This is an optimization exercise on Yosys and OpenROAD, whose aim is small area, a short achievable clock period and few clock cycles, not a production implementation.
In this exercise RTL edits were held to simulation tests only and were not proved equivalent to the original.
Power and IR drop assume default switching activity.

### flow/design.v
`timescale 1ns / 1ps
module write_batch_record_parser (
  input  logic                clk_i,
  input  logic                rst_ni,
  input  logic                in_valid_i,
  output logic                in_ready_o,
  input  logic [41:0]         in_data_i,
  output logic                out_valid_o,
  input  logic                out_ready_i,
  output logic [143:0]        out_data_o,
  input  logic                cfg_valid_i,
  output logic                cfg_ready_o,
  input  logic                cfg_index_i,
  input  logic [31:0]         cfg_data_i
);
  localparam logic [2:0] PhHeader = 3'd0;
  localparam logic [2:0] PhTag    = 3'd1;
  localparam logic [2:0] PhKeyLen = 3'd2;
  localparam logic [2:0] PhValLen = 3'd3;
  localparam logic [2:0] PhKey    = 3'd4;
  localparam logic [2:0] PhVal    = 3'd5;
  localparam logic [2:0] PhErrTag = 3'd6;
  localparam logic [2:0] PhErrLen = 3'd7;
  logic [7:0]  b;
  logic        bf, bl;
  logic [31:0] sp;
  assign b  = in_data_i[41:34];
  assign bf = in_data_i[33];
  assign bl = in_data_i[32];
  assign sp = in_data_i[31:0];
  logic [2:0]  phase_q, phase_d, ph_e;
  logic        idle_q;
  logic [3:0]  cnt_q, cnt_d, cnt_e;
  logic [31:0] len_q, len_d;
  logic [31:0] diff_q, diff_d;
  logic [63:0] rseq_q;
  logic [31:0] pos_q, pos_d;
  logic [31:0] rs_q;
  logic        del_q, del_d;
  logic        vp_q;
  logic [31:0] file_q;
  logic        hd_q, hn_q, hs_q;
  logic [7:0]  byte_q;
  logic        fe_q, dk_q;
  logic        in_fire, upd, single, pop_done;
  logic        emit_data, do_finish, do_after_key, hdr_end, len_wr, seq_wr;
  logic [31:0] len_new;
  logic        len_new_zero, len_one;
  logic [2:0]  code;
  assign cfg_ready_o = 1'b1;
  assign out_valid_o = hd_q | hn_q | hs_q;
  assign single      = hd_q ? !(hn_q | hs_q) : (hn_q ? !hs_q : 1'b1);
  assign in_ready_o  = !out_valid_o || (out_ready_i && single);
  assign in_fire     = in_valid_i && in_ready_o;
  assign upd         = in_fire && (bf || !idle_q);
  assign pop_done    = out_ready_i && !hd_q && hn_q;
  always_comb begin
    for (int i = 0; i < 32; i++) begin
      if (cnt_e == 4'(i / 7)) len_new[i] = b[i % 7];
      else if (cnt_e == 4'd0) len_new[i] = 1'b0;
      else len_new[i] = len_q[i];
    end
  end
  assign len_new_zero = (len_new == 32'd0);
  assign len_one      = (len_q == 32'd1);
  always_comb begin
    ph_e  = bf ? PhHeader : phase_q;
    cnt_e = bf ? 4'd0 : cnt_q;
    pos_d = (bf ? sp : pos_q) + 32'd1;
    phase_d = ph_e;
    cnt_d   = cnt_e;
    del_d   = del_q;
    diff_d  = diff_q;
    len_d   = len_q;
    len_wr  = 1'b0;
    seq_wr  = 1'b0;
    hdr_end = 1'b0;
    emit_data    = 1'b0;
    do_finish    = 1'b0;
    do_after_key = 1'b0;
    case (ph_e)
      PhHeader: begin
        cnt_d = cnt_e + 4'd1;
        if (cnt_e[3]) diff_d[{cnt_e[1:0], 3'b000} +: 8] = b;
        else seq_wr = 1'b1;
        if (cnt_e == 4'd11) begin
          hdr_end = 1'b1;
          cnt_d   = 4'd0;
          phase_d = PhTag;
        end
      end
      PhTag: begin
        if (b[7:1] == 7'd0) begin
          del_d   = !b[0];
          phase_d = PhKeyLen;
        end else begin
          phase_d = PhErrTag;
        end
      end
      PhKeyLen, PhValLen: begin
        len_d = len_new;
        cnt_d = cnt_e + 4'd1;
        if (b[7]) begin
          if (cnt_e == 4'd4) phase_d = PhErrLen;
        end else begin
          cnt_d = 4'd0;
          if (ph_e == PhKeyLen) begin
            if (len_new_zero) do_after_key = 1'b1;
            else phase_d = PhKey;
          end else begin
            if (len_new_zero) do_finish = 1'b1;
            else phase_d = PhVal;
          end
        end
      end
      PhKey: begin
        emit_data = 1'b1;
        len_d = len_q - 32'd1;
        if (len_one) do_after_key = 1'b1;
      end
      PhVal: begin
        emit_data = !vp_q;
        len_d = len_q - 32'd1;
        if (len_one) do_finish = 1'b1;
      end
      default: ;
    endcase
    if (do_after_key) begin
      if (del_q) do_finish = 1'b1;
      else phase_d = PhValLen;
    end
    if (do_finish) begin
      diff_d  = diff_q - 32'd1;
      len_d   = (vp_q && !del_q) ? file_q : 32'd0;
      phase_d = PhTag;
    end
  end
  always_ff @(posedge clk_i or negedge rst_ni) begin
    if (!rst_ni) begin
      phase_q <= PhHeader;
      idle_q  <= 1'b0;
      cnt_q   <= '0;
      pos_q   <= '0;
      rs_q    <= '0;
      vp_q    <= 1'b0;
      file_q  <= '0;
      hd_q    <= 1'b0;
      hn_q    <= 1'b0;
      hs_q    <= 1'b0;
    end else begin
      if (cfg_valid_i) begin
        if (cfg_index_i) file_q <= cfg_data_i;
        else vp_q <= cfg_data_i[0];
      end
      if (upd) begin
        phase_q <= phase_d;
        idle_q  <= bl;
        cnt_q   <= cnt_d;
        pos_q   <= pos_d;
        hd_q    <= emit_data;
        hn_q    <= do_finish;
        hs_q    <= bl;
      end else if (out_ready_i) begin
        if (hd_q) hd_q <= 1'b0;
        else if (hn_q) hn_q <= 1'b0;
        else hs_q <= 1'b0;
      end
      if (upd && bf) rs_q <= sp;
      else if (upd && hdr_end) rs_q <= pos_d;
      else if (pop_done) rs_q <= pos_q;
    end
  end
  always_ff @(posedge clk_i) begin
    if (upd) begin
      len_q  <= len_d;
      diff_q <= diff_d;
      del_q  <= del_d;
    end
    if (upd && emit_data) begin
      byte_q <= b;
      fe_q   <= len_one;
      dk_q   <= (ph_e == PhVal);
    end
    if (upd && seq_wr) begin
      rseq_q[{cnt_e[2:0], 3'b000} +: 8] <= b;
    end else if (pop_done) begin
      rseq_q <= rseq_q + 64'd1;
    end
  end
  always_comb begin
    case (phase_q)
      PhErrTag: code = 3'd4;
      PhHeader: code = 3'd1;
      PhTag:    code = (diff_q == 32'd0) ? 3'd0 : 3'd5;
      default:  code = del_q ? 3'd3 : 3'd2;
    endcase
  end
  logic head_done, head_status;
  assign head_done   = !hd_q && hn_q;
  assign head_status = !hd_q && !hn_q;
  assign out_data_o[143]     = !hd_q;
  assign out_data_o[142]     = hd_q ? dk_q : !hn_q;
  assign out_data_o[141:134] = hd_q ? byte_q : 8'd0;
  assign out_data_o[133]     = hd_q && fe_q;
  assign out_data_o[132]     = (hd_q || hn_q) && del_q;
  assign out_data_o[131:68]  = head_done ? rseq_q : 64'd0;
  assign out_data_o[67:36]   = hd_q ? 32'd0 : rs_q;
  assign out_data_o[35:4]    = head_done ? len_q : 32'd0;
  assign out_data_o[3:1]     = head_status ? code : 3'd0;
  assign out_data_o[0]       = single;
endmodule
### flow/run.sh
#!/bin/bash
# synth_recipe.tcl (not shown) runs the flow's synth.tcl, then flattens the netlist and writes it again
# the make line also repeats each setting of config.mk as NAME=value (left out here)
make -C /OpenROAD-flow-scripts/flow DESIGN_CONFIG=/design/flow/config.mk WORK_HOME=/design/flow/orfs CLKGATE_MAP_FILE= SYNTH_SCRIPT=/design/flow/synth_recipe.tcl finish
### flow/config.mk
export PLATFORM = sky130hd
export DESIGN_NAME = write_batch_record_parser
export DESIGN_NICKNAME = write_batch_record_parser
export VERILOG_FILES = /design/flow/design.v
export SDC_FILE = /design/flow/constraint.sdc
export NUM_CORES = 4
export LEC_CHECK = 0
export CAP_MARGIN = 20
export CORE_MARGIN = 2
export CORE_UTILIZATION = 40
export SLEW_MARGIN = 20
### flow/constraint.sdc
create_clock -name core_clock -period 7.0 [get_ports {clk_i}]
set_input_delay 1.4000 -clock core_clock [delete_from_list [all_inputs] [get_ports {clk_i}]]
set_output_delay 1.4000 -clock core_clock [all_outputs]
set_load 0.01 [all_outputs]
==> run notes <==
## power groups by stage
stage / registers, mW / clock network (mW) / logic, mW
6_report: 2.00 / 1.56 / 1.34
5_1_grt: 2.03 / 1.64 / 1.47
4_1_cts: 1.99 / 1.58 / 1.33
3_5_place_dp: 2.02 / 0 / 1.33
3_3_place_gp: 2.01 / 0 / 1.30
2_1_floorplan: 1.93 / 0 / 0.885
## worst min-delay path, cell delays in order (launching register included)
cell	delay, ns
dfrtp_1	0.33
nand2_1	0.05
o31ai_1	0.05
## worst paths after layout
check	slack [ns]	end	depth (start not counted)	start
max	1.56	len_q[26]$_DFFE_PP_	15	in_data_i[33]
min	0.47	rs_q[17]$_DFFE_PN0P_	2	rs_q[17]$_DFFE_PN0P_
max reg2reg	2.35	len_q[26]$_DFFE_PP_	12	cnt_q[0]$_DFFE_PN0P_
min reg2reg	0.47	rs_q[17]$_DFFE_PN0P_	2	rs_q[17]$_DFFE_PN0P_
max in group asynchronous	4.89	rs_q[20]$_DFFE_PN0P_	2	rst_ni
min in group asynchronous	0.97	file_q[13]$_DFFE_PN0P_	1	rst_ni
## state kept, by name, indices dropped and copies added (netlist names), 3 cells and up
signal / flops
byte_q: 8
cnt_q: 4
diff_q: 32
file_q: 32
len_q: 32
phase_q: 3
pos_q: 32
rs_q: 32
rseq_q: 64
## cells in the mapped netlist (all sizes together), types with 10 or more instances
library cell | n | share of area [%]
nand3 | 116 | 3.4
ha | 11 | 0.79
a221o | 11 | 0.64
buf | 26 | 0.81
nand2 | 300 | 6.5
and2 | 115 | 4.2
nor4 | 29 | 1.0
a22oi | 22 | 0.95
a21o | 12 | 0.53
xor2 | 29 | 1.5
or3 | 21 | 0.76
nor2 | 184 | 4.0
o31ai | 11 | 0.48
o311ai | 20 | 1.0
nand3b | 10 | 0.43
or2 | 12 | 0.43
o211ai | 31 | 1.3
inv | 40 | 0.87
and3 | 26 | 0.94
xnor2 | 24 | 1.2
nor2b | 45 | 1.6
nor3 | 82 | 2.4
a211oi | 10 | 0.43
o22ai | 15 | 0.54
a31oi | 36 | 1.3
nand4 | 26 | 0.94
edfxtp | 139 | 24
mux2i | 16 | 0.92
clkbuf | 116 | 2.5
dfrtp | 108 | 16
a221oi | 25 | 1.3
mux2 | 37 | 2.4
a21oi | 88 | 2.6
o21ai | 168 | 4.9
## area by class of cell
class                           count  area [um2]  share of cell area [%]
Tap cell                          585         732                    3.47
Sequential cell                   247        6880                    32.6
Multi-Input combinational cell   1667        9770                    46.3
Clock buffer                       45         890                    4.21
Antenna cell                        1        2.50                  0.0118
Timing Repair Buffer              274        2620                    12.4
Inverter                           40         150                   0.711
Clock inverter                     11        77.6                   0.367
## routing by layer
layer  global-route usage (%)  vias up  wire (um)
met2                     41.2      819      27400
li1                         -     8061          -
met1                     37.8     8369      26800
met5                        0        -          0
met3                     3.90       93       4970
met4                     6.51        0       1410
## per-stage QoR
| step | utilization [%] | std cells | hold slack, ns |
|---|---|---|---|
| after global routing | 49.2 | 2869 | 0.514 |
| after global placement | 46.9 | 2812 | 0.459 |
| after detailed placement | 46.9 | 2812 | 0.459 |
| after CTS | 49.2 | 2868 | 0.472 |
| final | 49.2 | 2870 | 0.466 |
| after floorplan | - | 2096 | 0.441 |
## cells by family (layout without fill, tap and decap cells)
group / after synthesis / in the layout / share of synthesized area [%]
AND/OR/NAND/NOR: 1006 / 1006 / 28.6
AO/OA/AOI/OAI: 542 / 542 / 20.6
flip-flops: 247 / 247 / 39.7
buffers and inverters: 182 / 370 / 4.19
XOR/XNOR: 53 / 53 / 2.68
multiplexers: 53 / 53 / 3.33
adder cells (fa/ha/maj): 12 / 12 / 0.853
other: 1 / 2 / 0.0217
==> impl_metrics.yaml <==
yosys:
  syn_area_per_cell_um2: 8.26
  ys_async_sr_fraction_pct: 43.7
  netlist_area_mm2: 0.0173
  yosys.cell_types.count: 81
  synth_top_flop_cell: "edfxtp_1"
  ys_seq_area_share_pct: 39.7
  synth_edf_count: 139
  ys_ff_latch: 247
  ys_warn_count: 1
  synth_nets: 2187
  syn_inst: 2096
critical_path:
  path_delay_family: "compound AO/OA/AOI/OAI gates"
  cpMostUsedCell: "buf_4"
  critPathLaunchType: "input pin"
  crit_slowest_cell: "a21o_2"
  critical_path_required_ns: 7.33
  slowest_delay_ns: 0.60
  cp_cell_sequence: "buf_4 > inv_1 > buf_4 > nand2_1 > inv_1 > ha_1 > or3b_2 > o221ai_1 > a2111oi_0 > and4_1 > a21o_2 > buf_4 > buf_4 > a21oi_1 > a31o_2"
  path_max_fanout: 43
  cp-end-kind: "flop"
  cp.arrival_ns: 5.77
  worst-path-buf-inv: 6
  critical_path_class: "in -> reg"
floorplanning:
  ioPinCount: 227
  num_rows: 76
  initial_utilization_pct: 40.4
  fp.coreArea_mm2: 0.0429
  dieArea_mm2: 0.0450
  fp.dieH_um: 212
  fp.dieW_um: 212
drt:
  drtIter0Drc: 1883
  drt_first_pass_iters: 6
  drt_wl_total_um: 60700
  wire_per_inst_um: 21.1
  vias: 17300
  drc: 0
  viasPerCell: 6.04
  ant_nets: 0
power_and_ir_drop:
  sw_frac_of_total_pct: 33.7
  ir_worst_vdd_mv: 0.169
  internal-power_mw: 3.24
  seqPwrFrac_pct: 40.8
  switching_power_mw: 1.65
  powerDensity_mw_per_mm2: 232
  clockPowerShare_pct: 31.8
  pwr-share-comb_pct: 27.5
  cellLeakagePower_nw: 7.65
  fin_total_pwr_mw: 4.89
status:
  status: "no timing/DRC/antenna violations"
sta:
  fin_crit_sh_pct: 77.7
  hold_viol: 0
  setup_tns_ns: 0
  tightest_slew_ns: 1.05
  setup_ws_ns: 1.56
  fin_skew_ns: 0.0128
  slew_viol_final: 0
  setup_viol: 0
  max_clock_freq_ghz: 0.184
  slew_headroom_pct: 29.8
  rsz0062_at_grt: "no"
  min_period_ns: 5.44
clock_network:
  post_cts_buffers: 0
  cts_tree: "built"
  path_clk_slew_ns: 0.06
  cts_hold_buf: 0
  cts.sinks: 247
  cts.path.max_buffers: 3
  cts_buffers: 30
  cts_root_buf: "clkbuf_16"
  h-tree-depth: 1
  cts_resized: 0
  clk_latency_ns: 0.58
grt:
  grt_max_degree: 78
  antenna_found_initial: 0
  grt-ovfl-total: 0
  globalRouteTotalUtil_pct: 26.2
  grt_pass1_wl_um: 92900
  grt_pass1_vias: 16000
place:
  place_area_mm2: 0.0201
  pre_cts_ws_ns: 1.09
  dpl.hpwl_um: 41800
  routabilityCongestion: 0.887
  port_buffers: 225
cells_and_area:
  final_cell_mix: "nand2_1, clkdlybuf4s50_1, nor2_1"
  nets: 2351
  finish.instance_area_mm2: 0.0211
  syn_to_final_growth_pct: 22.0
  fillers: 4079
  drive_above_1_share_pct: 7.79
  layout_commonest_cell: "nand2_1"
job:
  drv_cap: 0
min_path:
  min_path_type: "reg -> reg"
Testbench counts, summed over its fixed seeds: cycles 79,980.

==> afterwards: timing with drivers on the ports <==
In the flow no input, the clock included, has a driving cell. The finished layout below was timed again as built, in two steps. Step 1 sets driving cells, clkbuf_16 on the clock port and buf_2 on the other inputs (assumed; they add their load-dependent delay and slew). Step 2 adds t to the input delays and takes it off the output delays; t is the mean of the earliest and latest rising clock arrival at the registers after step 1. Input paths then give back, and output paths get back, about the clock's delay inside the block. Three values: no drivers, after step 1, after step 2; two values: the first two.
t, ns: 0.635
setup slack, ns: 1.563 / 1.591 / 0.956
cell pins on the clock port's net: 1
After both steps setup and hold are still met in this run. For this run, drivers alone change the setup slack by +0.028 ns; drivers and shift together by -0.607 ns.
